This is an optimization exercise on Yosys and OpenROAD, whose aim is small area and a short achievable clock period, not a production implementation.
Only simulation tests tie the RTL to the original design; equivalence was not proved.

## design/flow/design.v

```verilog
module fft_power_peak #(
    parameter  int N          = 8,
    parameter  int DATA_WIDTH = 16,
    localparam int BIN_W      = $clog2(N),
    localparam int PWR_W      = 2 * DATA_WIDTH + 1
) (
    input  logic                         clk,
    input  logic                         rst_n,
    input  logic signed [DATA_WIDTH-1:0] in_real,
    input  logic signed [DATA_WIDTH-1:0] in_imag,
    input  logic                         in_valid,
    input  logic                         clear,
    input  logic        [PWR_W-1:0]      thresh,
    output logic                         peak_over,
    output logic        [PWR_W-1:0]      pwr_out,
    output logic        [BIN_W-1:0]      pwr_bin,
    output logic                         pwr_valid,
    output logic        [PWR_W-1:0]      peak_pwr,
    output logic        [BIN_W-1:0]      peak_bin,
    output logic                         peak_valid,
    output logic        [15:0]           frame_cnt,
    output logic        [1:0]            dbg_state
);
    typedef enum logic [1:0] {IDLE = 2'd0, RUN = 2'd1, REPORT = 2'd2} state_t;
    localparam logic [BIN_W-1:0] LAST_BIN = BIN_W'(N - 1);
    state_t                    r_state;
    state_t                    w_next;
    logic [BIN_W-1:0]          r_bin_cnt;
    logic [2*DATA_WIDTH-1:0]   r_s1_rr;
    logic [2*DATA_WIDTH-1:0]   r_s1_ii;
    logic [BIN_W-1:0]          r_s1_bin;
    logic                      r_s1_valid;
    logic [PWR_W-1:0]          r_run_pwr;
    logic [BIN_W-1:0]          r_run_bin;
    logic signed [2*DATA_WIDTH-1:0] w_rr;
    logic signed [2*DATA_WIDTH-1:0] w_ii;
    logic                      w_beat;
    logic                      w_load;
    logic                      w_upd;
    logic                      w_report;
    logic [PWR_W-1:0]          w_max_pwr;
    logic [BIN_W-1:0]          w_max_bin;
    assign w_rr      = in_real * in_real;
    assign w_ii      = in_imag * in_imag;
    assign dbg_state = r_state;
    always_ff @(posedge clk or negedge rst_n) begin
        if (!rst_n) begin
            r_bin_cnt <= '0;
        end else if (clear) begin
            r_bin_cnt <= '0;
        end else if (in_valid) begin
            r_bin_cnt <= (r_bin_cnt == LAST_BIN) ? '0 : r_bin_cnt + 1'b1;
        end
    end
    always_ff @(posedge clk or negedge rst_n) begin
        if (!rst_n) begin
            r_s1_rr    <= '0;
            r_s1_ii    <= '0;
            r_s1_bin   <= '0;
            r_s1_valid <= 1'b0;
            pwr_out    <= '0;
            pwr_bin    <= '0;
            pwr_valid  <= 1'b0;
        end else begin
            r_s1_valid <= in_valid & ~clear;
            pwr_valid  <= r_s1_valid & ~clear;
            if (in_valid) begin
                r_s1_rr  <= $unsigned(w_rr);
                r_s1_ii  <= $unsigned(w_ii);
                r_s1_bin <= r_bin_cnt;
            end
            if (r_s1_valid) begin
                pwr_out <= {1'b0, r_s1_rr} + {1'b0, r_s1_ii};
                pwr_bin <= r_s1_bin;
            end
        end
    end
    always_ff @(posedge clk or negedge rst_n) begin
        if (!rst_n) begin
            r_state <= IDLE;
        end else begin
            r_state <= w_next;
        end
    end
    assign w_beat = pwr_valid & ~clear;
    always_comb begin
        w_next   = r_state;
        w_load   = 1'b0;
        w_upd    = 1'b0;
        w_report = 1'b0;
        case (r_state)
            IDLE: begin
                if (w_beat && pwr_bin == '0) begin
                    w_load = 1'b1;
                    w_next = RUN;
                end
            end
            RUN: begin
                if (w_beat) begin
                    w_upd = (pwr_out > r_run_pwr);
                    if (pwr_bin == LAST_BIN) begin
                        w_report = 1'b1;
                        w_next   = REPORT;
                    end
                end
            end
            REPORT: begin
                if (w_beat && pwr_bin == '0) begin
                    w_load = 1'b1;
                    w_next = RUN;
                end else begin
                    w_next = IDLE;
                end
            end
            default: w_next = IDLE;
        endcase
        if (clear) begin
            w_next   = IDLE;
            w_load   = 1'b0;
            w_upd    = 1'b0;
            w_report = 1'b0;
        end
    end
    assign w_max_pwr = w_upd ? pwr_out : r_run_pwr;
    assign w_max_bin = w_upd ? pwr_bin : r_run_bin;
    always_ff @(posedge clk or negedge rst_n) begin
        if (!rst_n) begin
            r_run_pwr  <= '0;
            r_run_bin  <= '0;
            peak_pwr   <= '0;
            peak_bin   <= '0;
            peak_valid <= 1'b0;
            frame_cnt  <= '0;
        end else begin
            peak_valid <= w_report;
            if (w_load) begin
                r_run_pwr <= pwr_out;
                r_run_bin <= pwr_bin;
            end else if (w_upd) begin
                r_run_pwr <= pwr_out;
                r_run_bin <= pwr_bin;
            end
            if (w_report) begin
                peak_pwr  <= w_max_pwr;
                peak_bin  <= w_max_bin;
                frame_cnt <= frame_cnt + 16'd1;
            end
        end
    end
    always_ff @(posedge clk or negedge rst_n) begin
        if (!rst_n) begin
            peak_over <= 1'b0;
        end else if (peak_valid) begin
            peak_over <= (peak_pwr >= thresh);
        end
    end
endmodule
```

## design/flow/run.sh

```bash
#!/bin/bash
# synth_recipe.tcl (not shown) runs the flow's synth.tcl, then flattens the netlist and writes it again
# the make line also repeats each setting of config.mk as NAME=value (left out here)
make -C /OpenROAD-flow-scripts/flow DESIGN_CONFIG=/design/flow/config.mk WORK_HOME=/design/flow/orfs CLKGATE_MAP_FILE= SYNTH_SCRIPT=/design/flow/synth_recipe.tcl finish
```

## design/flow/config.mk

```make
export PLATFORM = sky130hd
export DESIGN_NAME = fft_power_peak
export DESIGN_NICKNAME = fft_power_peak
export VERILOG_FILES = /design/flow/design.v
export SDC_FILE = /design/flow/constraint.sdc
export NUM_CORES = 4
export LEC_CHECK = 0
export CAP_MARGIN = 20
export CORE_MARGIN = 2
export CORE_UTILIZATION = 40
export SLEW_MARGIN = 20
```

## design/flow/constraint.sdc

```tcl
create_clock -name core_clock -period 7.5 [get_ports {clk}]
set_input_delay 1.5000 -clock core_clock [delete_from_list [all_inputs] [get_ports {clk}]]
set_output_delay 1.5000 -clock core_clock [all_outputs]
set_load 0.01 [all_outputs]
```

==> results.txt <==
## final timing paths
kind                       cells past startpoint  slack [ns]            end          start
setup / recovery                              23        0.20    r_s1_ii[25]     in_imag[8]
setup reg to reg                              11        4.06    peak_pwr[5]    pwr_out[10]
hold reg to reg                                1        0.47  frame_cnt[15]  frame_cnt[15]
hold / removal                                 1        0.47  frame_cnt[15]  frame_cnt[15]
max in group asynchronous                      2        5.03    r_s1_ii[20]          rst_n
min in group asynchronous                      1        1.09   peak_pwr[11]          rst_n
## state kept, by name, summed over array words and instances (netlist names), 16 cells and up
name	cells
peak_pwr	33
pwr_out	33
r_run_pwr	33
r_s1_ii	31
r_s1_rr	31
frame_cnt	16
## per-stage QoR
step | cells | setup TNS [ns] | area [um2]
2_1_floorplan | 2913 | 0 | 28500
3_3_place_gp | 4264 | -5.00 | 33500
3_5_place_dp | 4264 | -5.55 | 33500
4_1_cts | 4294 | 0 | 34100
5_1_grt | 4297 | -0.0409 | 34400
6_report | 4297 | 0 | 34400
## cell families after synthesis
| group | after synthesis | synth area share |
|---|---|---|
| adder cells (fa/ha/maj) | 747 | 0.451 |
| AO/OA/AOI/OAI | 344 | 0.0796 |
| multiplexers | 150 | 0.0611 |
| AND/OR/NAND/NOR | 561 | 0.0922 |
| buffers and inverters | 795 | 0.106 |
| flip-flops | 198 | 0.174 |
| XOR/XNOR | 118 | 0.0362 |
## synthesized netlist by cell type (4+ instances only)
cell and n:
o21a_1 12, o2bb2ai_1 4, mux2_2 77, and3_1 12, fa_1 469, xor2_1 25
o21ai_0 49, o211ai_1 6, a31o_2 15, o31ai_1 10, mux2i_1 44, nand2b_1 14
o21bai_1 11, clkbuf_1 63, a21o_1 70, mux2_4 29, dfrtp_1 198, xnor2_1 93
o21ai_1 4, or3_1 8, nand4_1 20, a211oi_1 11, nor2_1 159, nand3_1 29
buf_1 5, a21oi_1 116, buf_4 4, nor2b_1 19, inv_1 717, ha_1 278
nor3_1 17, and2_1 73, nand2_1 188, a31oi_1 8
## layout make-up
type | instances | area share
repair buffers | 490 | 0.122
clock buffers | 19 | 0.0129
well taps | 940 | 0.0342
flip-flops and latches | 198 | 0.144
clock inverters | 11 | 0.00371
inverters | 719 | 0.0786
multi-input cells | 1920 | 0.604
## per-layer routing
| layer | up-vias | track usage | share of wire |
|---|---|---|---|
| met4 | 0 | 0.0308 | 0.013 |
| met5 | - | 0 | 0 |
| met1 | 10300 | 0.251 | 0.46 |
| met3 | 50 | 0.0176 | 0.030 |
| li1 | 9930 | - | - |
| met2 | 299 | 0.329 | 0.50 |
## repair_timing
item / 4_1_cts / 5_1_grt
pin swaps: 1 / 20
buffers inserted: 0 / 2
gates resized for setup: 1 / 73
setup endpoints to repair: 2 / 17
cloned: 0 / 1
==> results.sh <==
export IMPL_htree_levels=4
export IMPL_fp_row_count=97
export IMPL_layout_setup_ws_ns=0.199
export IMPL_drc=0
export IMPL_synth_top_area_frac=0.329
export IMPL_path_cells="clkdlybuf4s50_1 -> buf_4 -> and2_1 -> fa_1 -> inv_1 -> fa_1 -> fa_1 -> inv_1 -> fa_1 -> fa_1 -> inv_1 -> fa_1 -> inv_1 -> ha_1 -> and3_4 -> and2_4 -> nand3_2 -> a31o_2 -> o311a_4 -> o31ai_2 -> a21oi_1 -> xnor2_1 -> mux2_2"
export IMPL_final_cell_mix="inv_1 (714), fa_1 (460), buf_4 (318), ha_1 (276), dfrtp_1 (198)"
export IMPL_numPortBuffers=161
export IMPL_die_area_mm2=0.0735
export IMPL_clock_sinks=198
export IMPL_grt_pass1_wl_um=111000
export IMPL_synth_area_mm2=0.0285
export IMPL_grt_pass1_vias=22000
export IMPL_regArea_mm2=0.00495
export IMPL_layout_commonest_cell="inv_1"
export IMPL_grt_use_total=0.186
export IMPL_clockBufferDepth=2
export IMPL_insertion_delay_ns=0.45
export IMPL_path_clk_slew_ns=0.07
export IMPL_ys_async_sr_fraction=1.00
export IMPL_min_period_ns=7.30
export IMPL_tightestPinTransition_ns=0.981
export IMPL_yosysSeqAreaShare=0.174
export IMPL_cts_tree="yes"
export IMPL_syn_area_per_cell_um2=9.79
export IMPL_wl_per_cell_um=15.2
export IMPL_routed_wl_um=65400
export IMPL_overflow=0
export IMPL_cp_max_fo=5
export IMPL_synthCells=2913
export IMPL_status="no timing/DRC/antenna violations"
export IMPL_fin_crit_sh=0.973
export IMPL_antenna_left=0
export IMPL_hold_viol=0
export IMPL_whs_ns=0.475
export IMPL_fin_nets=4162
export IMPL_cts_made_buffers=17
export IMPL_die_x_um=271
export IMPL_cts_hold_buffers_added=0
export IMPL_area_growth_pct=20.5
export IMPL_synth_fp_nets=3729
export IMPL_drtIter0Drc=895
export IMPL_skew_ns=0.0133
export IMPL_antenna_found_initial=0
export IMPL_synth_flop_cell="dfrtp_1"
export IMPL_cp_start_kind="primary input"
export IMPL_synth_warnings=1
export IMPL_dp_slack_ns=-0.505
export IMPL_worstSetupPathType="in2reg"
export IMPL_cp_slowest_cell="clkdlybuf4s50_1"
export IMPL_cts_root_buffer="clkbuf_16"
export IMPL_synth_cell_types=70
export IMPL_relSlewSlack=0.346
export IMPL_arrival_ns=7.63
export IMPL_fmax_ghz=0.137
export IMPL_insertedDiodeCount=0
export IMPL_crit_family="adder cells"
export IMPL_drtPass1Iterations=5
export IMPL_grt_max_degree=83
export IMPL_synth_seq_cells=198
export IMPL_crit_buf_inv=6
export IMPL_multi_input_area_mm2=0.0208
export IMPL_crit_top_cell="fa_1"
export IMPL_fin_util=0.489
export IMPL_die_h_um=271
export IMPL_drive_gt1_frac=0.163
export IMPL_setup_viol=0
export IMPL_via_per_inst=4.78
export IMPL_cp_end_kind="flop"
export IMPL_synth_edf_count=0
export IMPL_place_congestion=0.864
export IMPL_num_vias=20600
export IMPL_fillCellCount=6625
export IMPL_cp_slowest_stage_delay_ns=0.55
export IMPL_core_area_mm2=0.0703
export IMPL_initial_core_util=0.406
export IMPL_maxCapViolCount=0
export IMPL_min_path_type="reg2reg"
export IMPL_synth_largest_area_cell="fa_1"
export IMPL_ios=162
export IMPL_synth_area_leaders="fa_1 (33%), dfrtp_1 (17%), ha_1 (12%)"
export IMPL_cp_required_ns=7.83
export IMPL_dp_hpwl_um=56200
export IMPL_maxSlewViolCount=0

==> port drivers added, routing unchanged <==
No port has a modelled driver above. Below, the same layout with a new extraction and two added sets of constraints. Step 1 sets driving cells, clkbuf_16 on the clock port and buf_2 on the other inputs (assumed; they add their load-dependent delay and slew). Step 2, shift: input delay + t, output delay - t, t = (earliest + latest rising clock arrival at the registers) / 2. This alone moves slack from input paths to output paths. a / b / c = no drivers / after step 1 / after step 2; a / b = the first two.
t (ns): 0.501
setup WS [ns]: 0.199 / 0.230 / -0.271
slew at the worst register clock pin (ns): 0.07 / 0.07
worst slew at a driven data input, ns: 0.05
cell pins on the clock port's net: 1
Met with ideal ports but missed after step 2: setup timing in this run. The setup slack of this run moves by +0.031 ns with the drivers and by -0.470 ns with both steps.
